Source: an optimization exercise on an open RTL-to-GDS flow (aim: small area, a short achievable clock period and few clock cycles per item). Production flows keep margins and buffers that such runs may drop.
Function was checked by simulation only, so behaviour that the tests miss may differ from the original.

==> design.v <==
`timescale 1ns / 1ps
package isqf_pkg;
  localparam int unsigned RADICAND_W  = 31;
  localparam int unsigned INT_ROOT_W  = 16;
  localparam int unsigned SCALED_W    = 33;
  localparam int unsigned INT_RAD_W   = 2 * INT_ROOT_W;
  localparam int unsigned SCALE_MAX_W = 34;
  localparam int unsigned SPLIT_W     = 17;
  localparam int unsigned PROD_W      = RADICAND_W + SPLIT_W;
  function automatic logic [63:0] pow10(input integer e);
    logic [63:0] r;
    integer      i;
    r = 64'd1;
    for (i = 0; i < e; i = i + 1) begin
      r = r * 64'd10;
    end
    pow10 = r;
  endfunction
endpackage
`timescale 1ns / 1ps
import isqf_pkg::*;
module integer_square_root_with_fraction #(
  parameter int unsigned FRAC_DIGITS = 5
) (
  input  logic                              clk_i,
  input  logic                              rst_ni,
  input  logic                              in_valid_i,
  output logic                              in_ready_o,
  input  logic [isqf_pkg::RADICAND_W-1:0]   in_radicand_i,
  output logic                              out_valid_o,
  input  logic                              out_ready_i,
  output logic [isqf_pkg::INT_ROOT_W-1:0]   out_int_root_o,
  output logic [isqf_pkg::SCALED_W-1:0]     out_scaled_root_o
);
  logic va, vm;
  logic [29:0] vs;
  logic o_v, k_v, o_load, inc;
  logic adv;
  logic rdy_q;   
  logic [30:0] n_a;
  assign adv        = ~k_v;
  assign o_load     = ~o_v | out_ready_i;
  assign inc        = ~k_v & vs[29];
  assign in_ready_o = rdy_q;
  always_ff @(posedge clk_i or negedge rst_ni) begin
    if (!rst_ni) begin
      rdy_q <= 1'b1;
    end else begin
      rdy_q <= o_load | ~(k_v | inc);
    end
  end
  always_ff @(posedge clk_i or negedge rst_ni) begin
    if (!rst_ni) begin
      va   <= 1'b0;
      vm   <= 1'b0;
      vs   <= '0;
    end else if (adv) begin
      va   <= in_valid_i & rdy_q;
      vm   <= va;
      vs   <= {vs[28:0], vm};
    end
  end
  logic [55:0] m_t [8];
  logic [55:0] m_s [6];
  logic [55:0] m_c [6];
  logic [55:0] ms_q, mc_q, m_d;
  logic [54:0] m_q;
  assign m_t[0] = (56'(n_a) << 23) | 56'd264;
  assign m_t[1] = 56'(n_a) << 20;
  assign m_t[2] = 56'(n_a) << 18;
  assign m_t[3] = 56'(n_a) << 16;
  assign m_t[4] = 56'(n_a) << 10;
  assign m_t[5] = (~(56'(n_a))) << 8;
  assign m_t[6] = (~(56'(n_a))) << 3;
  assign m_t[7] = 56'(n_a);
  assign m_s[0] = m_t[0] ^ m_t[1] ^ m_t[2];
  assign m_c[0] = ((m_t[0] & m_t[1]) | (m_t[0] & m_t[2]) | (m_t[1] & m_t[2])) << 1;
  assign m_s[1] = m_t[3] ^ m_t[4] ^ m_t[5];
  assign m_c[1] = ((m_t[3] & m_t[4]) | (m_t[3] & m_t[5]) | (m_t[4] & m_t[5])) << 1;
  assign m_s[2] = m_t[6] ^ m_t[7] ^ m_s[0];
  assign m_c[2] = ((m_t[6] & m_t[7]) | (m_t[6] & m_s[0]) | (m_t[7] & m_s[0])) << 1;
  assign m_s[3] = m_c[0] ^ m_s[1] ^ m_c[1];
  assign m_c[3] = ((m_c[0] & m_s[1]) | (m_c[0] & m_c[1]) | (m_s[1] & m_c[1])) << 1;
  assign m_s[4] = m_s[2] ^ m_c[2] ^ m_s[3];
  assign m_c[4] = ((m_s[2] & m_c[2]) | (m_s[2] & m_s[3]) | (m_c[2] & m_s[3])) << 1;
  assign m_s[5] = m_s[4] ^ m_c[4] ^ m_c[3];
  assign m_c[5] = ((m_s[4] & m_c[4]) | (m_s[4] & m_c[3]) | (m_c[4] & m_c[3])) << 1;
  assign m_d = ms_q + mc_q;
  assign m_q = m_d[54:0];
  always_ff @(posedge clk_i) begin
    if (adv) begin
      n_a  <= in_radicand_i;
      ms_q <= m_s[5];
      mc_q <= m_c[5];
    end
  end
  logic [1:0] s0_t0_r; logic s0_t0_g;
  assign s0_t0_g = |{1'b0, m_q[54]};
  assign s0_t0_r = {1'b0, m_q[54]} - 2'(s0_t0_g);
  logic [3:0] s0_t1_c, s0_t1_tr, s0_t1_d; logic s0_t1_g; logic [2:0] s0_t1_r; logic [1:0] s0_t1_q;
  assign s0_t1_c  = {s0_t0_r, m_q[53:52]};
  assign s0_t1_tr = 4'({s0_t0_g, 2'b01});
  assign s0_t1_d  = s0_t1_c - s0_t1_tr;
  assign s0_t1_g  = ~s0_t1_d[3];
  assign s0_t1_r  = s0_t1_g ? s0_t1_d[2:0] : s0_t1_c[2:0];
  assign s0_t1_q  = {s0_t0_g, s0_t1_g};
  logic [1:0] s0_q;
  logic [2:0] s0_r;
  logic [51:0] s0_rad;
  always_ff @(posedge clk_i) begin
    if (adv) begin
      s0_q <= s0_t1_q;
      s0_r <= s0_t1_r;
      s0_rad <= m_q[51:0];
    end
  end
  logic [4:0] s1_t0_c, s1_t0_tr, s1_t0_d; logic s1_t0_g; logic [3:0] s1_t0_r; logic [2:0] s1_t0_q;
  assign s1_t0_c  = {s0_r, s0_rad[51:50]};
  assign s1_t0_tr = 5'({s0_q, 2'b01});
  assign s1_t0_d  = s1_t0_c - s1_t0_tr;
  assign s1_t0_g  = ~s1_t0_d[4];
  assign s1_t0_r  = s1_t0_g ? s1_t0_d[3:0] : s1_t0_c[3:0];
  assign s1_t0_q  = {s0_q, s1_t0_g};
  logic [5:0] s1_t1_c, s1_t1_tr, s1_t1_d; logic s1_t1_g; logic [4:0] s1_t1_r; logic [3:0] s1_t1_q;
  assign s1_t1_c  = {s1_t0_r, s0_rad[49:48]};
  assign s1_t1_tr = 6'({s1_t0_q, 2'b01});
  assign s1_t1_d  = s1_t1_c - s1_t1_tr;
  assign s1_t1_g  = ~s1_t1_d[5];
  assign s1_t1_r  = s1_t1_g ? s1_t1_d[4:0] : s1_t1_c[4:0];
  assign s1_t1_q  = {s1_t0_q, s1_t1_g};
  logic [3:0] s1_q;
  logic [4:0] s1_r;
  logic [47:0] s1_rad;
  always_ff @(posedge clk_i) begin
    if (adv) begin
      s1_q <= s1_t1_q;
      s1_r <= s1_t1_r;
      s1_rad <= s0_rad[47:0];
    end
  end
  logic [6:0] s2_t0_c, s2_t0_tr, s2_t0_d; logic s2_t0_g; logic [5:0] s2_t0_r; logic [4:0] s2_t0_q;
  assign s2_t0_c  = {s1_r, s1_rad[47:46]};
  assign s2_t0_tr = 7'({s1_q, 2'b01});
  assign s2_t0_d  = s2_t0_c - s2_t0_tr;
  assign s2_t0_g  = ~s2_t0_d[6];
  assign s2_t0_r  = s2_t0_g ? s2_t0_d[5:0] : s2_t0_c[5:0];
  assign s2_t0_q  = {s1_q, s2_t0_g};
  logic [4:0] s2_q;
  logic [5:0] s2_r;
  logic [45:0] s2_rad;
  always_ff @(posedge clk_i) begin
    if (adv) begin
      s2_q <= s2_t0_q;
      s2_r <= s2_t0_r;
      s2_rad <= s1_rad[45:0];
    end
  end
  logic [7:0] s3_t0_c, s3_t0_tr, s3_t0_d; logic s3_t0_g; logic [6:0] s3_t0_r; logic [5:0] s3_t0_q;
  assign s3_t0_c  = {s2_r, s2_rad[45:44]};
  assign s3_t0_tr = 8'({s2_q, 2'b01});
  assign s3_t0_d  = s3_t0_c - s3_t0_tr;
  assign s3_t0_g  = ~s3_t0_d[7];
  assign s3_t0_r  = s3_t0_g ? s3_t0_d[6:0] : s3_t0_c[6:0];
  assign s3_t0_q  = {s2_q, s3_t0_g};
  logic [5:0] s3_q;
  logic [6:0] s3_r;
  logic [43:0] s3_rad;
  always_ff @(posedge clk_i) begin
    if (adv) begin
      s3_q <= s3_t0_q;
      s3_r <= s3_t0_r;
      s3_rad <= s2_rad[43:0];
    end
  end
  logic [8:0] s4_t0_c, s4_t0_tr, s4_t0_d; logic s4_t0_g; logic [7:0] s4_t0_r; logic [6:0] s4_t0_q;
  assign s4_t0_c  = {s3_r, s3_rad[43:42]};
  assign s4_t0_tr = 9'({s3_q, 2'b01});
  assign s4_t0_d  = s4_t0_c - s4_t0_tr;
  assign s4_t0_g  = ~s4_t0_d[8];
  assign s4_t0_r  = s4_t0_g ? s4_t0_d[7:0] : s4_t0_c[7:0];
  assign s4_t0_q  = {s3_q, s4_t0_g};
  logic [6:0] s4_q;
  logic [7:0] s4_r;
  logic [41:0] s4_rad;
  always_ff @(posedge clk_i) begin
    if (adv) begin
      s4_q <= s4_t0_q;
      s4_r <= s4_t0_r;
      s4_rad <= s3_rad[41:0];
    end
  end
  logic [9:0] s5_t0_c, s5_t0_tr, s5_t0_d; logic s5_t0_g; logic [8:0] s5_t0_r; logic [7:0] s5_t0_q;
  assign s5_t0_c  = {s4_r, s4_rad[41:40]};
  assign s5_t0_tr = 10'({s4_q, 2'b01});
  assign s5_t0_d  = s5_t0_c - s5_t0_tr;
  assign s5_t0_g  = ~s5_t0_d[9];
  assign s5_t0_r  = s5_t0_g ? s5_t0_d[8:0] : s5_t0_c[8:0];
  assign s5_t0_q  = {s4_q, s5_t0_g};
  logic [7:0] s5_q;
  logic [8:0] s5_r;
  logic [39:0] s5_rad;
  always_ff @(posedge clk_i) begin
    if (adv) begin
      s5_q <= s5_t0_q;
      s5_r <= s5_t0_r;
      s5_rad <= s4_rad[39:0];
    end
  end
  logic [10:0] s6_t0_c, s6_t0_tr, s6_t0_d; logic s6_t0_g; logic [9:0] s6_t0_r; logic [8:0] s6_t0_q;
  assign s6_t0_c  = {s5_r, s5_rad[39:38]};
  assign s6_t0_tr = 11'({s5_q, 2'b01});
  assign s6_t0_d  = s6_t0_c - s6_t0_tr;
  assign s6_t0_g  = ~s6_t0_d[10];
  assign s6_t0_r  = s6_t0_g ? s6_t0_d[9:0] : s6_t0_c[9:0];
  assign s6_t0_q  = {s5_q, s6_t0_g};
  logic [8:0] s6_q;
  logic [9:0] s6_r;
  logic [37:0] s6_rad;
  always_ff @(posedge clk_i) begin
    if (adv) begin
      s6_q <= s6_t0_q;
      s6_r <= s6_t0_r;
      s6_rad <= s5_rad[37:0];
    end
  end
  logic [11:0] s7_t0_c, s7_t0_tr, s7_t0_d; logic s7_t0_g; logic [10:0] s7_t0_r; logic [9:0] s7_t0_q;
  assign s7_t0_c  = {s6_r, s6_rad[37:36]};
  assign s7_t0_tr = 12'({s6_q, 2'b01});
  assign s7_t0_d  = s7_t0_c - s7_t0_tr;
  assign s7_t0_g  = ~s7_t0_d[11];
  assign s7_t0_r  = s7_t0_g ? s7_t0_d[10:0] : s7_t0_c[10:0];
  assign s7_t0_q  = {s6_q, s7_t0_g};
  logic [9:0] s7_q;
  logic [10:0] s7_r;
  logic [35:0] s7_rad;
  always_ff @(posedge clk_i) begin
    if (adv) begin
      s7_q <= s7_t0_q;
      s7_r <= s7_t0_r;
      s7_rad <= s6_rad[35:0];
    end
  end
  logic [12:0] s8_t0_c, s8_t0_tr, s8_t0_d; logic s8_t0_g; logic [11:0] s8_t0_r; logic [10:0] s8_t0_q;
  assign s8_t0_c  = {s7_r, s7_rad[35:34]};
  assign s8_t0_tr = 13'({s7_q, 2'b01});
  assign s8_t0_d  = s8_t0_c - s8_t0_tr;
  assign s8_t0_g  = ~s8_t0_d[12];
  assign s8_t0_r  = s8_t0_g ? s8_t0_d[11:0] : s8_t0_c[11:0];
  assign s8_t0_q  = {s7_q, s8_t0_g};
  logic [10:0] s8_q;
  logic [11:0] s8_r;
  logic [33:0] s8_rad;
  always_ff @(posedge clk_i) begin
    if (adv) begin
      s8_q <= s8_t0_q;
      s8_r <= s8_t0_r;
      s8_rad <= s7_rad[33:0];
    end
  end
  logic [13:0] s9_t0_c, s9_t0_tr, s9_t0_d; logic s9_t0_g; logic [12:0] s9_t0_r; logic [11:0] s9_t0_q;
  assign s9_t0_c  = {s8_r, s8_rad[33:32]};
  assign s9_t0_tr = 14'({s8_q, 2'b01});
  assign s9_t0_d  = s9_t0_c - s9_t0_tr;
  assign s9_t0_g  = ~s9_t0_d[13];
  assign s9_t0_r  = s9_t0_g ? s9_t0_d[12:0] : s9_t0_c[12:0];
  assign s9_t0_q  = {s8_q, s9_t0_g};
  logic [11:0] s9_q;
  logic [12:0] s9_r;
  logic [31:0] s9_rad;
  always_ff @(posedge clk_i) begin
    if (adv) begin
      s9_q <= s9_t0_q;
      s9_r <= s9_t0_r;
      s9_rad <= s8_rad[31:0];
    end
  end
  logic [14:0] s10_t0_c, s10_t0_tr, s10_t0_d; logic s10_t0_g; logic [13:0] s10_t0_r; logic [12:0] s10_t0_q;
  assign s10_t0_c  = {s9_r, s9_rad[31:30]};
  assign s10_t0_tr = 15'({s9_q, 2'b01});
  assign s10_t0_d  = s10_t0_c - s10_t0_tr;
  assign s10_t0_g  = ~s10_t0_d[14];
  assign s10_t0_r  = s10_t0_g ? s10_t0_d[13:0] : s10_t0_c[13:0];
  assign s10_t0_q  = {s9_q, s10_t0_g};
  logic [12:0] s10_q;
  logic [13:0] s10_r;
  logic [29:0] s10_rad;
  always_ff @(posedge clk_i) begin
    if (adv) begin
      s10_q <= s10_t0_q;
      s10_r <= s10_t0_r;
      s10_rad <= s9_rad[29:0];
    end
  end
  logic [15:0] s11_t0_c, s11_t0_tr, s11_t0_d; logic s11_t0_g; logic [14:0] s11_t0_r; logic [13:0] s11_t0_q;
  assign s11_t0_c  = {s10_r, s10_rad[29:28]};
  assign s11_t0_tr = 16'({s10_q, 2'b01});
  assign s11_t0_d  = s11_t0_c - s11_t0_tr;
  assign s11_t0_g  = ~s11_t0_d[15];
  assign s11_t0_r  = s11_t0_g ? s11_t0_d[14:0] : s11_t0_c[14:0];
  assign s11_t0_q  = {s10_q, s11_t0_g};
  logic [13:0] s11_q;
  logic [14:0] s11_r;
  logic [27:0] s11_rad;
  always_ff @(posedge clk_i) begin
    if (adv) begin
      s11_q <= s11_t0_q;
      s11_r <= s11_t0_r;
      s11_rad <= s10_rad[27:0];
    end
  end
  logic [16:0] s12_t0_c, s12_t0_tr, s12_t0_d; logic s12_t0_g; logic [15:0] s12_t0_r; logic [14:0] s12_t0_q;
  assign s12_t0_c  = {s11_r, s11_rad[27:26]};
  assign s12_t0_tr = 17'({s11_q, 2'b01});
  assign s12_t0_d  = s12_t0_c - s12_t0_tr;
  assign s12_t0_g  = ~s12_t0_d[16];
  assign s12_t0_r  = s12_t0_g ? s12_t0_d[15:0] : s12_t0_c[15:0];
  assign s12_t0_q  = {s11_q, s12_t0_g};
  logic [14:0] s12_q;
  logic [15:0] s12_r;
  logic [25:0] s12_rad;
  always_ff @(posedge clk_i) begin
    if (adv) begin
      s12_q <= s12_t0_q;
      s12_r <= s12_t0_r;
      s12_rad <= s11_rad[25:0];
    end
  end
  logic [17:0] s13_t0_c, s13_t0_tr, s13_t0_d; logic s13_t0_g; logic [16:0] s13_t0_r; logic [15:0] s13_t0_q;
  assign s13_t0_c  = {s12_r, s12_rad[25:24]};
  assign s13_t0_tr = 18'({s12_q, 2'b01});
  assign s13_t0_d  = s13_t0_c - s13_t0_tr;
  assign s13_t0_g  = ~s13_t0_d[17];
  assign s13_t0_r  = s13_t0_g ? s13_t0_d[16:0] : s13_t0_c[16:0];
  assign s13_t0_q  = {s12_q, s13_t0_g};
  logic [15:0] s13_q;
  logic [16:0] s13_r;
  logic [23:0] s13_rad;
  always_ff @(posedge clk_i) begin
    if (adv) begin
      s13_q <= s13_t0_q;
      s13_r <= s13_t0_r;
      s13_rad <= s12_rad[23:0];
    end
  end
  logic [18:0] s14_t0_c, s14_t0_tr, s14_t0_d; logic s14_t0_g; logic [17:0] s14_t0_r; logic [16:0] s14_t0_q;
  assign s14_t0_c  = {s13_r, s13_rad[23:22]};
  assign s14_t0_tr = 19'({s13_q, 2'b01});
  assign s14_t0_d  = s14_t0_c - s14_t0_tr;
  assign s14_t0_g  = ~s14_t0_d[18];
  assign s14_t0_r  = s14_t0_g ? s14_t0_d[17:0] : s14_t0_c[17:0];
  assign s14_t0_q  = {s13_q, s14_t0_g};
  logic [16:0] s14_q;
  logic [17:0] s14_r;
  logic [21:0] s14_rad;
  always_ff @(posedge clk_i) begin
    if (adv) begin
      s14_q <= s14_t0_q;
      s14_r <= s14_t0_r;
      s14_rad <= s13_rad[21:0];
    end
  end
  logic [19:0] s15_t0_c, s15_t0_tr, s15_t0_d; logic s15_t0_g; logic [18:0] s15_t0_r; logic [17:0] s15_t0_q;
  assign s15_t0_c  = {s14_r, s14_rad[21:20]};
  assign s15_t0_tr = 20'({s14_q, 2'b01});
  assign s15_t0_d  = s15_t0_c - s15_t0_tr;
  assign s15_t0_g  = ~s15_t0_d[19];
  assign s15_t0_r  = s15_t0_g ? s15_t0_d[18:0] : s15_t0_c[18:0];
  assign s15_t0_q  = {s14_q, s15_t0_g};
  logic [17:0] s15_q;
  logic [18:0] s15_r;
  logic [19:0] s15_rad;
  always_ff @(posedge clk_i) begin
    if (adv) begin
      s15_q <= s15_t0_q;
      s15_r <= s15_t0_r;
      s15_rad <= s14_rad[19:0];
    end
  end
  logic [20:0] s16_t0_c, s16_t0_tr, s16_t0_d; logic s16_t0_g; logic [19:0] s16_t0_r; logic [18:0] s16_t0_q;
  assign s16_t0_c  = {s15_r, s15_rad[19:18]};
  assign s16_t0_tr = 21'({s15_q, 2'b01});
  assign s16_t0_d  = s16_t0_c - s16_t0_tr;
  assign s16_t0_g  = ~s16_t0_d[20];
  assign s16_t0_r  = s16_t0_g ? s16_t0_d[19:0] : s16_t0_c[19:0];
  assign s16_t0_q  = {s15_q, s16_t0_g};
  logic [18:0] s16_q;
  logic [19:0] s16_r;
  logic [17:0] s16_rad;
  always_ff @(posedge clk_i) begin
    if (adv) begin
      s16_q <= s16_t0_q;
      s16_r <= s16_t0_r;
      s16_rad <= s15_rad[17:0];
    end
  end
  logic [21:0] s17_t0_c, s17_t0_tr, s17_t0_d; logic s17_t0_g; logic [20:0] s17_t0_r; logic [19:0] s17_t0_q;
  assign s17_t0_c  = {s16_r, s16_rad[17:16]};
  assign s17_t0_tr = 22'({s16_q, 2'b01});
  assign s17_t0_d  = s17_t0_c - s17_t0_tr;
  assign s17_t0_g  = ~s17_t0_d[21];
  assign s17_t0_r  = s17_t0_g ? s17_t0_d[20:0] : s17_t0_c[20:0];
  assign s17_t0_q  = {s16_q, s17_t0_g};
  logic [19:0] s17_q;
  logic [20:0] s17_r;
  logic [15:0] s17_rad;
  always_ff @(posedge clk_i) begin
    if (adv) begin
      s17_q <= s17_t0_q;
      s17_r <= s17_t0_r;
      s17_rad <= s16_rad[15:0];
    end
  end
  logic [22:0] s18_t0_c, s18_t0_tr, s18_t0_d; logic s18_t0_g; logic [21:0] s18_t0_r; logic [20:0] s18_t0_q;
  assign s18_t0_c  = {s17_r, s17_rad[15:14]};
  assign s18_t0_tr = 23'({s17_q, 2'b01});
  assign s18_t0_d  = s18_t0_c - s18_t0_tr;
  assign s18_t0_g  = ~s18_t0_d[22];
  assign s18_t0_r  = s18_t0_g ? s18_t0_d[21:0] : s18_t0_c[21:0];
  assign s18_t0_q  = {s17_q, s18_t0_g};
  logic [20:0] s18_q;
  logic [21:0] s18_r;
  logic [13:0] s18_rad;
  always_ff @(posedge clk_i) begin
    if (adv) begin
      s18_q <= s18_t0_q;
      s18_r <= s18_t0_r;
      s18_rad <= s17_rad[13:0];
    end
  end
  logic [23:0] s19_t0_c, s19_t0_tr, s19_t0_d; logic s19_t0_g; logic [22:0] s19_t0_r; logic [21:0] s19_t0_q;
  assign s19_t0_c  = {s18_r, s18_rad[13:12]};
  assign s19_t0_tr = 24'({s18_q, 2'b01});
  assign s19_t0_d  = s19_t0_c - s19_t0_tr;
  assign s19_t0_g  = ~s19_t0_d[23];
  assign s19_t0_r  = s19_t0_g ? s19_t0_d[22:0] : s19_t0_c[22:0];
  assign s19_t0_q  = {s18_q, s19_t0_g};
  logic [21:0] s19_q;
  logic [22:0] s19_r;
  logic [11:0] s19_rad;
  always_ff @(posedge clk_i) begin
    if (adv) begin
      s19_q <= s19_t0_q;
      s19_r <= s19_t0_r;
      s19_rad <= s18_rad[11:0];
    end
  end
  logic [24:0] s20_t0_c, s20_t0_tr, s20_t0_d; logic s20_t0_g; logic [23:0] s20_t0_r; logic [22:0] s20_t0_q;
  assign s20_t0_c  = {s19_r, s19_rad[11:10]};
  assign s20_t0_tr = 25'({s19_q, 2'b01});
  assign s20_t0_d  = s20_t0_c - s20_t0_tr;
  assign s20_t0_g  = ~s20_t0_d[24];
  assign s20_t0_r  = s20_t0_g ? s20_t0_d[23:0] : s20_t0_c[23:0];
  assign s20_t0_q  = {s19_q, s20_t0_g};
  logic [22:0] s20_q;
  logic [23:0] s20_r;
  logic [9:0] s20_rad;
  always_ff @(posedge clk_i) begin
    if (adv) begin
      s20_q <= s20_t0_q;
      s20_r <= s20_t0_r;
      s20_rad <= s19_rad[9:0];
    end
  end
  logic [25:0] s21_t0_c, s21_t0_tr, s21_t0_d; logic s21_t0_g; logic [24:0] s21_t0_r; logic [23:0] s21_t0_q;
  assign s21_t0_c  = {s20_r, s20_rad[9:8]};
  assign s21_t0_tr = 26'({s20_q, 2'b01});
  assign s21_t0_d  = s21_t0_c - s21_t0_tr;
  assign s21_t0_g  = ~s21_t0_d[25];
  assign s21_t0_r  = s21_t0_g ? s21_t0_d[24:0] : s21_t0_c[24:0];
  assign s21_t0_q  = {s20_q, s21_t0_g};
  logic [23:0] s21_q;
  logic [24:0] s21_r;
  logic [7:0] s21_rad;
  always_ff @(posedge clk_i) begin
    if (adv) begin
      s21_q <= s21_t0_q;
      s21_r <= s21_t0_r;
      s21_rad <= s20_rad[7:0];
    end
  end
  logic [26:0] s22_t0_c, s22_t0_tr, s22_t0_d; logic s22_t0_g; logic [25:0] s22_t0_r; logic [24:0] s22_t0_q;
  assign s22_t0_c  = {s21_r, s21_rad[7:6]};
  assign s22_t0_tr = 27'({s21_q, 2'b01});
  assign s22_t0_d  = s22_t0_c - s22_t0_tr;
  assign s22_t0_g  = ~s22_t0_d[26];
  assign s22_t0_r  = s22_t0_g ? s22_t0_d[25:0] : s22_t0_c[25:0];
  assign s22_t0_q  = {s21_q, s22_t0_g};
  logic [24:0] s22_q;
  logic [25:0] s22_r;
  logic [5:0] s22_rad;
  always_ff @(posedge clk_i) begin
    if (adv) begin
      s22_q <= s22_t0_q;
      s22_r <= s22_t0_r;
      s22_rad <= s21_rad[5:0];
    end
  end
  logic [27:0] s23_t0_c, s23_t0_tr, s23_t0_d; logic s23_t0_g; logic [26:0] s23_t0_r; logic [25:0] s23_t0_q;
  assign s23_t0_c  = {s22_r, s22_rad[5:4]};
  assign s23_t0_tr = 28'({s22_q, 2'b01});
  assign s23_t0_d  = s23_t0_c - s23_t0_tr;
  assign s23_t0_g  = ~s23_t0_d[27];
  assign s23_t0_r  = s23_t0_g ? s23_t0_d[26:0] : s23_t0_c[26:0];
  assign s23_t0_q  = {s22_q, s23_t0_g};
  logic [25:0] s23_q;
  logic [26:0] s23_r;
  logic [3:0] s23_rad;
  always_ff @(posedge clk_i) begin
    if (adv) begin
      s23_q <= s23_t0_q;
      s23_r <= s23_t0_r;
      s23_rad <= s22_rad[3:0];
    end
  end
  logic [28:0] s24_t0_c, s24_t0_tr, s24_t0_d; logic s24_t0_g; logic [27:0] s24_t0_r; logic [26:0] s24_t0_q;
  assign s24_t0_c  = {s23_r, s23_rad[3:2]};
  assign s24_t0_tr = 29'({s23_q, 2'b01});
  assign s24_t0_d  = s24_t0_c - s24_t0_tr;
  assign s24_t0_g  = ~s24_t0_d[28];
  assign s24_t0_r  = s24_t0_g ? s24_t0_d[27:0] : s24_t0_c[27:0];
  assign s24_t0_q  = {s23_q, s24_t0_g};
  logic [26:0] s24_q;
  logic [27:0] s24_r;
  logic [1:0] s24_rad;
  always_ff @(posedge clk_i) begin
    if (adv) begin
      s24_q <= s24_t0_q;
      s24_r <= s24_t0_r;
      s24_rad <= s23_rad[1:0];
    end
  end
  logic [29:0] s25_t0_c, s25_t0_tr, s25_t0_d; logic s25_t0_g; logic [28:0] s25_t0_r; logic [27:0] s25_t0_q;
  assign s25_t0_c  = {s24_r, s24_rad[1:0]};
  assign s25_t0_tr = 30'({s24_q, 2'b01});
  assign s25_t0_d  = s25_t0_c - s25_t0_tr;
  assign s25_t0_g  = ~s25_t0_d[29];
  assign s25_t0_r  = s25_t0_g ? s25_t0_d[28:0] : s25_t0_c[28:0];
  assign s25_t0_q  = {s24_q, s25_t0_g};
  logic [27:0] s25_q;
  logic [28:0] s25_r;
  always_ff @(posedge clk_i) begin
    if (adv) begin
      s25_q <= s25_t0_q;
      s25_r <= s25_t0_r;
    end
  end
  logic [30:0] s26_t0_c, s26_t0_tr, s26_t0_d; logic s26_t0_g; logic [29:0] s26_t0_r; logic [28:0] s26_t0_q;
  assign s26_t0_c  = {s25_r, 2'b00};
  assign s26_t0_tr = 31'({s25_q, 2'b01});
  assign s26_t0_d  = s26_t0_c - s26_t0_tr;
  assign s26_t0_g  = ~s26_t0_d[30];
  assign s26_t0_r  = s26_t0_g ? s26_t0_d[29:0] : s26_t0_c[29:0];
  assign s26_t0_q  = {s25_q, s26_t0_g};
  logic [12:0] s26_v13_x; logic s26_v13_g; logic [11:0] s26_v13_r;
  assign s26_v13_x = s25_q[27:15];
  assign s26_v13_g = (s26_v13_x >= 13'd3125);
  assign s26_v13_r = 12'(s26_v13_g ? (s26_v13_x - 13'd3125) : s26_v13_x);
  logic [28:0] s26_q;
  logic [29:0] s26_r;
  logic [11:0] s26_dr; logic [0:0] s26_dq;
  always_ff @(posedge clk_i) begin
    if (adv) begin
      s26_q <= s26_t0_q;
      s26_r <= s26_t0_r;
      s26_dr <= s26_v13_r;
      s26_dq <= s26_v13_g;
    end
  end
  logic [31:0] s27_t0_c, s27_t0_tr, s27_t0_d; logic s27_t0_g; logic [30:0] s27_t0_r; logic [29:0] s27_t0_q;
  assign s27_t0_c  = {s26_r, 2'b00};
  assign s27_t0_tr = 32'({s26_q, 2'b01});
  assign s27_t0_d  = s27_t0_c - s27_t0_tr;
  assign s27_t0_g  = ~s27_t0_d[31];
  assign s27_t0_r  = s27_t0_g ? s27_t0_d[30:0] : s27_t0_c[30:0];
  assign s27_t0_q  = {s26_q, s27_t0_g};
  logic [13:0] s27_v15_x; logic [14:0] s27_v15_d1, s27_v15_d2, s27_v15_d3; logic [1:0] s27_v15_g; logic [11:0] s27_v15_r; logic [2:0] s27_v15_q;
  assign s27_v15_x  = {s26_dr, s26_q[15:14]};
  assign s27_v15_d1 = 15'(s27_v15_x) - 15'd3125;
  assign s27_v15_d2 = 15'(s27_v15_x) - 15'd6250;
  assign s27_v15_d3 = 15'(s27_v15_x) - 15'd9375;
  assign s27_v15_g  = !s27_v15_d3[14] ? 2'd3 : !s27_v15_d2[14] ? 2'd2 : !s27_v15_d1[14] ? 2'd1 : 2'd0;
  assign s27_v15_r  = 12'(!s27_v15_d3[14] ? s27_v15_d3 : !s27_v15_d2[14] ? s27_v15_d2 : !s27_v15_d1[14] ? s27_v15_d1 : 15'(s27_v15_x));
  assign s27_v15_q  = {s26_dq, s27_v15_g};
  logic [13:0] s27_v17_x; logic [14:0] s27_v17_d1, s27_v17_d2, s27_v17_d3; logic [1:0] s27_v17_g; logic [11:0] s27_v17_r; logic [4:0] s27_v17_q;
  assign s27_v17_x  = {s27_v15_r, s26_q[13:12]};
  assign s27_v17_d1 = 15'(s27_v17_x) - 15'd3125;
  assign s27_v17_d2 = 15'(s27_v17_x) - 15'd6250;
  assign s27_v17_d3 = 15'(s27_v17_x) - 15'd9375;
  assign s27_v17_g  = !s27_v17_d3[14] ? 2'd3 : !s27_v17_d2[14] ? 2'd2 : !s27_v17_d1[14] ? 2'd1 : 2'd0;
  assign s27_v17_r  = 12'(!s27_v17_d3[14] ? s27_v17_d3 : !s27_v17_d2[14] ? s27_v17_d2 : !s27_v17_d1[14] ? s27_v17_d1 : 15'(s27_v17_x));
  assign s27_v17_q  = {s27_v15_q, s27_v17_g};
  logic [29:0] s27_q;
  logic [30:0] s27_r;
  logic [11:0] s27_dr; logic [4:0] s27_dq;
  always_ff @(posedge clk_i) begin
    if (adv) begin
      s27_q <= s27_t0_q;
      s27_r <= s27_t0_r;
      s27_dr <= s27_v17_r;
      s27_dq <= s27_v17_q;
    end
  end
  logic [32:0] s28_t0_c, s28_t0_tr, s28_t0_d; logic s28_t0_g; logic [31:0] s28_t0_r; logic [30:0] s28_t0_q;
  assign s28_t0_c  = {s27_r, 2'b00};
  assign s28_t0_tr = 33'({s27_q, 2'b01});
  assign s28_t0_d  = s28_t0_c - s28_t0_tr;
  assign s28_t0_g  = ~s28_t0_d[32];
  assign s28_t0_r  = s28_t0_g ? s28_t0_d[31:0] : s28_t0_c[31:0];
  assign s28_t0_q  = {s27_q, s28_t0_g};
  logic [13:0] s28_v19_x; logic [14:0] s28_v19_d1, s28_v19_d2, s28_v19_d3; logic [1:0] s28_v19_g; logic [11:0] s28_v19_r; logic [6:0] s28_v19_q;
  assign s28_v19_x  = {s27_dr, s27_q[12:11]};
  assign s28_v19_d1 = 15'(s28_v19_x) - 15'd3125;
  assign s28_v19_d2 = 15'(s28_v19_x) - 15'd6250;
  assign s28_v19_d3 = 15'(s28_v19_x) - 15'd9375;
  assign s28_v19_g  = !s28_v19_d3[14] ? 2'd3 : !s28_v19_d2[14] ? 2'd2 : !s28_v19_d1[14] ? 2'd1 : 2'd0;
  assign s28_v19_r  = 12'(!s28_v19_d3[14] ? s28_v19_d3 : !s28_v19_d2[14] ? s28_v19_d2 : !s28_v19_d1[14] ? s28_v19_d1 : 15'(s28_v19_x));
  assign s28_v19_q  = {s27_dq, s28_v19_g};
  logic [13:0] s28_v21_x; logic [14:0] s28_v21_d1, s28_v21_d2, s28_v21_d3; logic [1:0] s28_v21_g; logic [11:0] s28_v21_r; logic [8:0] s28_v21_q;
  assign s28_v21_x  = {s28_v19_r, s27_q[10:9]};
  assign s28_v21_d1 = 15'(s28_v21_x) - 15'd3125;
  assign s28_v21_d2 = 15'(s28_v21_x) - 15'd6250;
  assign s28_v21_d3 = 15'(s28_v21_x) - 15'd9375;
  assign s28_v21_g  = !s28_v21_d3[14] ? 2'd3 : !s28_v21_d2[14] ? 2'd2 : !s28_v21_d1[14] ? 2'd1 : 2'd0;
  assign s28_v21_r  = 12'(!s28_v21_d3[14] ? s28_v21_d3 : !s28_v21_d2[14] ? s28_v21_d2 : !s28_v21_d1[14] ? s28_v21_d1 : 15'(s28_v21_x));
  assign s28_v21_q  = {s28_v19_q, s28_v21_g};
  logic [30:0] s28_q;
  logic [31:0] s28_r;
  logic [11:0] s28_dr; logic [8:0] s28_dq;
  always_ff @(posedge clk_i) begin
    if (adv) begin
      s28_q <= s28_t0_q;
      s28_r <= s28_t0_r;
      s28_dr <= s28_v21_r;
      s28_dq <= s28_v21_q;
    end
  end
  logic [33:0] s29_t0_c, s29_t0_tr, s29_t0_d; logic s29_t0_g; logic [32:0] s29_t0_r; logic [31:0] s29_t0_q;
  assign s29_t0_c  = {s28_r, 2'b00};
  assign s29_t0_tr = 34'({s28_q, 2'b01});
  assign s29_t0_d  = s29_t0_c - s29_t0_tr;
  assign s29_t0_g  = ~s29_t0_d[33];
  assign s29_t0_r  = s29_t0_g ? s29_t0_d[32:0] : s29_t0_c[32:0];
  assign s29_t0_q  = {s28_q, s29_t0_g};
  logic [13:0] s29_v23_x; logic [14:0] s29_v23_d1, s29_v23_d2, s29_v23_d3; logic [1:0] s29_v23_g; logic [11:0] s29_v23_r; logic [10:0] s29_v23_q;
  assign s29_v23_x  = {s28_dr, s28_q[9:8]};
  assign s29_v23_d1 = 15'(s29_v23_x) - 15'd3125;
  assign s29_v23_d2 = 15'(s29_v23_x) - 15'd6250;
  assign s29_v23_d3 = 15'(s29_v23_x) - 15'd9375;
  assign s29_v23_g  = !s29_v23_d3[14] ? 2'd3 : !s29_v23_d2[14] ? 2'd2 : !s29_v23_d1[14] ? 2'd1 : 2'd0;
  assign s29_v23_r  = 12'(!s29_v23_d3[14] ? s29_v23_d3 : !s29_v23_d2[14] ? s29_v23_d2 : !s29_v23_d1[14] ? s29_v23_d1 : 15'(s29_v23_x));
  assign s29_v23_q  = {s28_dq, s29_v23_g};
  logic [13:0] s29_v25_x; logic [14:0] s29_v25_d1, s29_v25_d2, s29_v25_d3; logic [1:0] s29_v25_g; logic [11:0] s29_v25_r; logic [12:0] s29_v25_q;
  assign s29_v25_x  = {s29_v23_r, s28_q[7:6]};
  assign s29_v25_d1 = 15'(s29_v25_x) - 15'd3125;
  assign s29_v25_d2 = 15'(s29_v25_x) - 15'd6250;
  assign s29_v25_d3 = 15'(s29_v25_x) - 15'd9375;
  assign s29_v25_g  = !s29_v25_d3[14] ? 2'd3 : !s29_v25_d2[14] ? 2'd2 : !s29_v25_d1[14] ? 2'd1 : 2'd0;
  assign s29_v25_r  = 12'(!s29_v25_d3[14] ? s29_v25_d3 : !s29_v25_d2[14] ? s29_v25_d2 : !s29_v25_d1[14] ? s29_v25_d1 : 15'(s29_v25_x));
  assign s29_v25_q  = {s29_v23_q, s29_v25_g};
  logic [31:0] s29_q;
  logic [32:0] s29_r;
  logic [11:0] s29_dr; logic [12:0] s29_dq;
  always_ff @(posedge clk_i) begin
    if (adv) begin
      s29_q <= s29_t0_q;
      s29_r <= s29_t0_r;
      s29_dr <= s29_v25_r;
      s29_dq <= s29_v25_q;
    end
  end
  logic [34:0] s30_t0_c, s30_t0_tr, s30_t0_d; logic s30_t0_g; logic [33:0] s30_t0_r; logic [32:0] s30_t0_q;
  assign s30_t0_c  = {s29_r, 2'b00};
  assign s30_t0_tr = 35'({s29_q, 2'b01});
  assign s30_t0_d  = s30_t0_c - s30_t0_tr;
  assign s30_t0_g  = ~s30_t0_d[34];
  assign s30_t0_r  = s30_t0_g ? s30_t0_d[33:0] : s30_t0_c[33:0];
  assign s30_t0_q  = {s29_q, s30_t0_g};
  logic [13:0] s30_v27_x; logic [14:0] s30_v27_d1, s30_v27_d2, s30_v27_d3; logic [1:0] s30_v27_g; logic [11:0] s30_v27_r; logic [14:0] s30_v27_q;
  assign s30_v27_x  = {s29_dr, s29_q[6:5]};
  assign s30_v27_d1 = 15'(s30_v27_x) - 15'd3125;
  assign s30_v27_d2 = 15'(s30_v27_x) - 15'd6250;
  assign s30_v27_d3 = 15'(s30_v27_x) - 15'd9375;
  assign s30_v27_g  = !s30_v27_d3[14] ? 2'd3 : !s30_v27_d2[14] ? 2'd2 : !s30_v27_d1[14] ? 2'd1 : 2'd0;
  assign s30_v27_r  = 12'(!s30_v27_d3[14] ? s30_v27_d3 : !s30_v27_d2[14] ? s30_v27_d2 : !s30_v27_d1[14] ? s30_v27_d1 : 15'(s30_v27_x));
  assign s30_v27_q  = {s29_dq, s30_v27_g};
  logic [12:0] s30_v28_x; logic s30_v28_g; logic [11:0] s30_v28_r; logic [15:0] s30_v28_q;
  assign s30_v28_x = {s30_v27_r, s29_q[4]};
  assign s30_v28_g = (s30_v28_x >= 13'd3125);
  assign s30_v28_r = 12'(s30_v28_g ? (s30_v28_x - 13'd3125) : s30_v28_x);
  assign s30_v28_q = {s30_v27_q, s30_v28_g};
  logic [32:0] s30_q;
  logic [11:0] s30_dr; logic [15:0] s30_dq;
  logic [32:0] k_q; logic [15:0] k_dq;
  always_ff @(posedge clk_i or negedge rst_ni) begin
    if (!rst_ni) begin
      o_v <= 1'b0;
      k_v <= 1'b0;
    end else if (o_load) begin
      o_v <= k_v | inc;
      k_v <= 1'b0;
    end else if (inc) begin
      k_v <= 1'b1;
    end
  end
  always_ff @(posedge clk_i) begin
    if (o_load) begin
      s30_q  <= k_v ? k_q : s30_t0_q;
      s30_dq <= k_v ? k_dq : s30_v28_q;
    end
    if (!k_v) begin
      k_q  <= s30_t0_q;
      k_dq <= s30_v28_q;
    end
  end
  assign out_valid_o       = o_v;
  assign out_scaled_root_o = s30_q;
  assign out_int_root_o    = s30_dq;
endmodule
==> run.sh <==
#!/bin/bash
# synth_recipe.tcl (not shown) runs the flow's synth.tcl, then flattens the netlist and writes it again
# the make line also repeats each setting of config.mk as NAME=value (left out here)
make -C /OpenROAD-flow-scripts/flow DESIGN_CONFIG=/design/flow/config.mk WORK_HOME=/design/flow/orfs CLKGATE_MAP_FILE= SYNTH_SCRIPT=/design/flow/synth_recipe.tcl finish
==> config.mk <==
export PLATFORM = sky130hd
export DESIGN_NAME = integer_square_root_with_fraction
export DESIGN_NICKNAME = integer_square_root_with_fraction
export VERILOG_FILES = /design/flow/design.v
export SDC_FILE = /design/flow/constraint.sdc
export NUM_CORES = 4
export LEC_CHECK = 0
export ABC_AREA = 1
export CAP_MARGIN = 20
export CORE_MARGIN = 2
export CORE_UTILIZATION = 55
export PLACE_DENSITY = 0.68
export SETUP_SLACK_MARGIN = 5.0
export SLEW_MARGIN = 20
==> constraint.sdc <==
create_clock -name core_clock -period 8.0 [get_ports {clk_i}]
set_input_delay 1.6000 -clock core_clock [delete_from_list [all_inputs] [get_ports {clk_i}]]
set_output_delay 1.6000 -clock core_clock [all_outputs]
set_load 0.01 [all_outputs]
==> impl_metrics.tcl <==
set metrics [dict create \
    fin_nets 12240 \
    synth_edf_count 1986 \
    worst_setup_path_end_kind "flip-flop" \
    finalSetupViolCount 0 \
    synth-seq-cells 2070 \
    yosys_most_used_dff "edfxtp_1" \
    dp_slack_ns 3.613 \
    maxCapViolations 0 \
    fin_setup_tns_ns 0 \
    syn_avg_cell_area_um2 10.44 \
    vias 77250 \
    period_needed_ns 3.101 \
    syn_area_um2 110400 \
    crit_type "reg2reg" \
    grt_use_total 0.2458 \
    setup_ws_ns 4.899 \
    syn_inst 10570 \
    crit_path_start_kind "flip-flop" \
    gp_congestion 0.9170 \
    cts.reportedPaths.clkPinSlew_ns 0.06 \
    die_y_um 452.0 \
    drv_slew 0 \
    final_util 0.6574 \
    max_slew_margin 0.2685 \
    dieArea_um2 204300 \
    drive_gt1_frac 0.1718 \
    endpoint "s27_dr[0]$_DFFE_PN_" \
    dp_hpwl_mm 180.7 \
    ys_top_cells_by_count "nand2_1 (2231), edfxtp_1 (1986), inv_1 (1417)" \
    holdBufCountCts 0 \
    worst_r2r_endpoint "s27_dr[0]$_DFFE_PN_" \
    worstRegToRegCells 18 \
    start_util 0.5529 \
    synthTopCellsByArea "edfxtp_1 (54%), ha_1 (7.9%), nand2_1 (7.6%)" \
    grt_max_degree 180 \
    async_reset_ff_frac 0.01691 \
    nFillCells 15180 \
    rr_startpoint "s26_dr[5]$_DFFE_PN_" \
    row_count 164 \
    rsz0062_at_grt "yes" \
    drt-total-wl_mm 263.2 \
    worstSetupStartpoint "s26_dr[5]$_DFFE_PN_" \
    drt_first_pass_iters 8 \
    outcome "finished clean" \
    antenna_left 0 \
    yosysWarnings 4 \
    ys_types 71 \
    clockRootBuffer "clkbuf_16" \
    antenna_found_initial 1 \
    synthesis.nets 11480 \
    wl_per_cell_um 18.57 \
    synth-seq-area-share 0.5571 \
    first_iter_violations 5859 \
    via_per_inst 5.451 \
    hold_violations 0 \
    numCtsBuffers 215 \
    synth_top_area_frac 0.5403 \
    fp.coreArea_um2 199700 \
    grt.overflow.total 0 \
    yosys.area.top_type "edfxtp_1" \
    tightest_slew_ns 1.097 \
    cts_tree "built" \
    grt_first_pass_wirelength_mm 400.0 \
    hold_class "reg2reg" \
    clock_latency_ns 0.88 \
    clk_path_buf_depth 3 \
    grt_pass1_vias 74390 \
    hold_ws_ns 0.4022 \
    min_period_over_period 0.3876 \
    die_x_um 452.0 \
    worstPathArrival_ns 3.67 \
    syn2layout_area_growth_pct 18.90 \
    fmaxAchievable_mhz 322.5 \
    port_buffers 85 \
    htree_levels 4 \
    clock_skew_ns 0.07765 \
    required_ns 8.57 \
    ioPinCount 86 \
    crit_fanout 7 \
    yosysMostFrequentCell "nand2_1" \
    drcViolationCount 0 \
    numClockSinks 2070 \
    r2r_setup_slack_ns 4.90 \
]
## kinds of logic (layout without fill, tap and decap cells)
group / after synthesis / count (layout) / synth area share
adder cells (fa/ha/maj): 875 / 875 / 0.1113
XOR/XNOR: 650 / 650 / 0.05171
buffers and inverters: 1624 / 2547 / 0.05765
AND/OR/NAND/NOR: 3465 / 3485 / 0.1289
AO/OA/AOI/OAI: 1887 / 1887 / 0.09335
other: 0 / 3 / 0
flip-flops: 2070 / 2070 / 0.5571
## per-layer routing
layer	share of wire	track usage	vias to the layer above	routed length, um
li1	-	-	37520	-
met1	0.42	0.3135	37080	110100
met2	0.50	0.4239	2040	130400
met3	0.042	0.03056	609	11080
met4	0.044	0.1030	0	11670
met5	0	0	-	0
## layout by cell type (no fill, tap or decap), drive strengths merged, types with 10 or more instances in the layout
| cell | count |
|---|---|
| a21o | 44 |
| nand3b | 15 |
| fa | 178 |
| nand4 | 57 |
| o221ai | 10 |
| o21a | 25 |
| a211oi | 20 |
| xor2 | 386 |
| buf | 626 |
| inv | 1453 |
| a31oi | 83 |
| clkinv | 115 |
| a21boi | 32 |
| nand2 | 2321 |
| clkbuf | 273 |
| xnor2 | 264 |
| nand3 | 321 |
| bufinv | 24 |
| clkinvlp | 22 |
| nor3 | 77 |
| nor2 | 638 |
| ha | 697 |
| o31ai | 15 |
| clkdlybuf4s50 | 34 |
| a21oi | 848 |
| nor4 | 18 |
| o21bai | 51 |
| dfrtp | 34 |
| or2 | 22 |
| edfxtp | 1986 |
| o211ai | 19 |
| dfxtp | 49 |
| o21ai | 711 |
## flip-flops by register name, summed over array words and instances, names as in the netlist, 32 cells and up
| signal | count |
|---|---|
| s9_rad | 32 |
| s29_r | 32 |
| s3_rad | 44 |
| s6_rad | 38 |
| s4_rad | 42 |
| s2_rad | 46 |
| s30_q | 33 |
| s0_rad | 52 |
| ms_q | 55 |
| s5_rad | 40 |
| k_q | 33 |
| mc_q | 49 |
| s29_q | 32 |
| s8_rad | 34 |
| s7_rad | 36 |
| s1_rad | 48 |
## per-stage QoR
| stage | cells | area, um^2 |
|---|---|---|
| after CTS | 13880 | 125300 |
| after floorplan | 10570 | 110400 |
| after detailed placement | 13190 | 114200 |
| final | 14170 | 131200 |
| after global routing | 14170 | 131200 |
| after global placement | 13180 | 114100 |
## repair_timing
item,CTS,global route
setup endpoints to repair,1003,819
gates cloned,27,24
gates resized for setup,755,940
pin swaps,128,391
buffers inserted,259,269
## final cells by class
| class | count | area, um^2 | share of cell area |
|---|---|---|---|
| repair buffers | 670 | 5977 | 0.04554 |
| multi-input cells | 6897 | 47380 | 0.3610 |
| repair inverters | 15 | 127.6 | 0.0009724 |
| inverters | 1458 | 5728 | 0.04364 |
| well taps | 2656 | 3323 | 0.02532 |
| clock buffers | 263 | 5592 | 0.04260 |
| diodes | 3 | 7.507 | 0.00005720 |
| flip-flops and latches | 2070 | 61500 | 0.4686 |
| clock inverters | 141 | 1612 | 0.01228 |
## worst min path at each step
stage                             to  slack [ns]                  start  depth (start not counted)
2_1_floorplan    s0_rad[0]$_DFFE_PN_        0.40      ms_q[0]$_DFFE_PN_                          0
4_1_cts        s14_rad[11]$_DFFE_PN_        0.39  s13_rad[11]$_DFFE_PN_                          0
5_1_grt        s14_rad[11]$_DFFE_PN_        0.40  s13_rad[11]$_DFFE_PN_                          0
3_5_place_dp   s10_rad[12]$_DFFE_PN_        0.40   s9_rad[12]$_DFFE_PN_                          0
6_report        s7_rad[17]$_DFFE_PN_        0.40   s6_rad[17]$_DFFE_PN_                          0
3_3_place_gp    s23_rad[0]$_DFFE_PN_        0.40   s22_rad[0]$_DFFE_PN_                          0
## critical path, stage by stage, from the launching register on
cell	delay (ns)
edfxtp_1	0.57
buf_6	0.20
nand2_1	0.07
nand2_1	0.07
nand2_1	0.08
nand2_1	0.12
nand2_4	0.14
nand2_8	0.08
buf_4	0.15
a21oi_4	0.12
nand2_4	0.09
nand3b_1	0.13
nand2_4	0.10
buf_6	0.13
o21ai_4	0.15
nand2_2	0.08
nor2_4	0.28
o21ai_4	0.13
xor2_1	0.15
Testbench counts, summed over its fixed seeds: cycles 8,264, items 8,000.

[re-timing with driven ports]
Ports are ideal in the flow. The routed layout listed here was re-timed in OpenROAD. Step 1 assumes that a clkbuf_16 drives the clock port and a buf_2 every other input. Step 2 adds t to the input delays and takes it off the output delays; t is the mean of the earliest and latest rising clock arrival at the registers after step 1. Input paths then give back, and output paths get back, about the clock's delay inside the block. Slacks: ideal / step 1 / step 2; pairs: ideal / step 1.
t, ns: 0.930
slack for setup (ns): 4.899 / 4.850 / 4.778
worst register clock-pin slew, ns: 0.06 / 0.06
cell pins on the clock port's net: 1
After both steps setup and hold are still met in this run. The setup slack of this run moves by -0.049 ns with the drivers and by -0.121 ns with both steps.
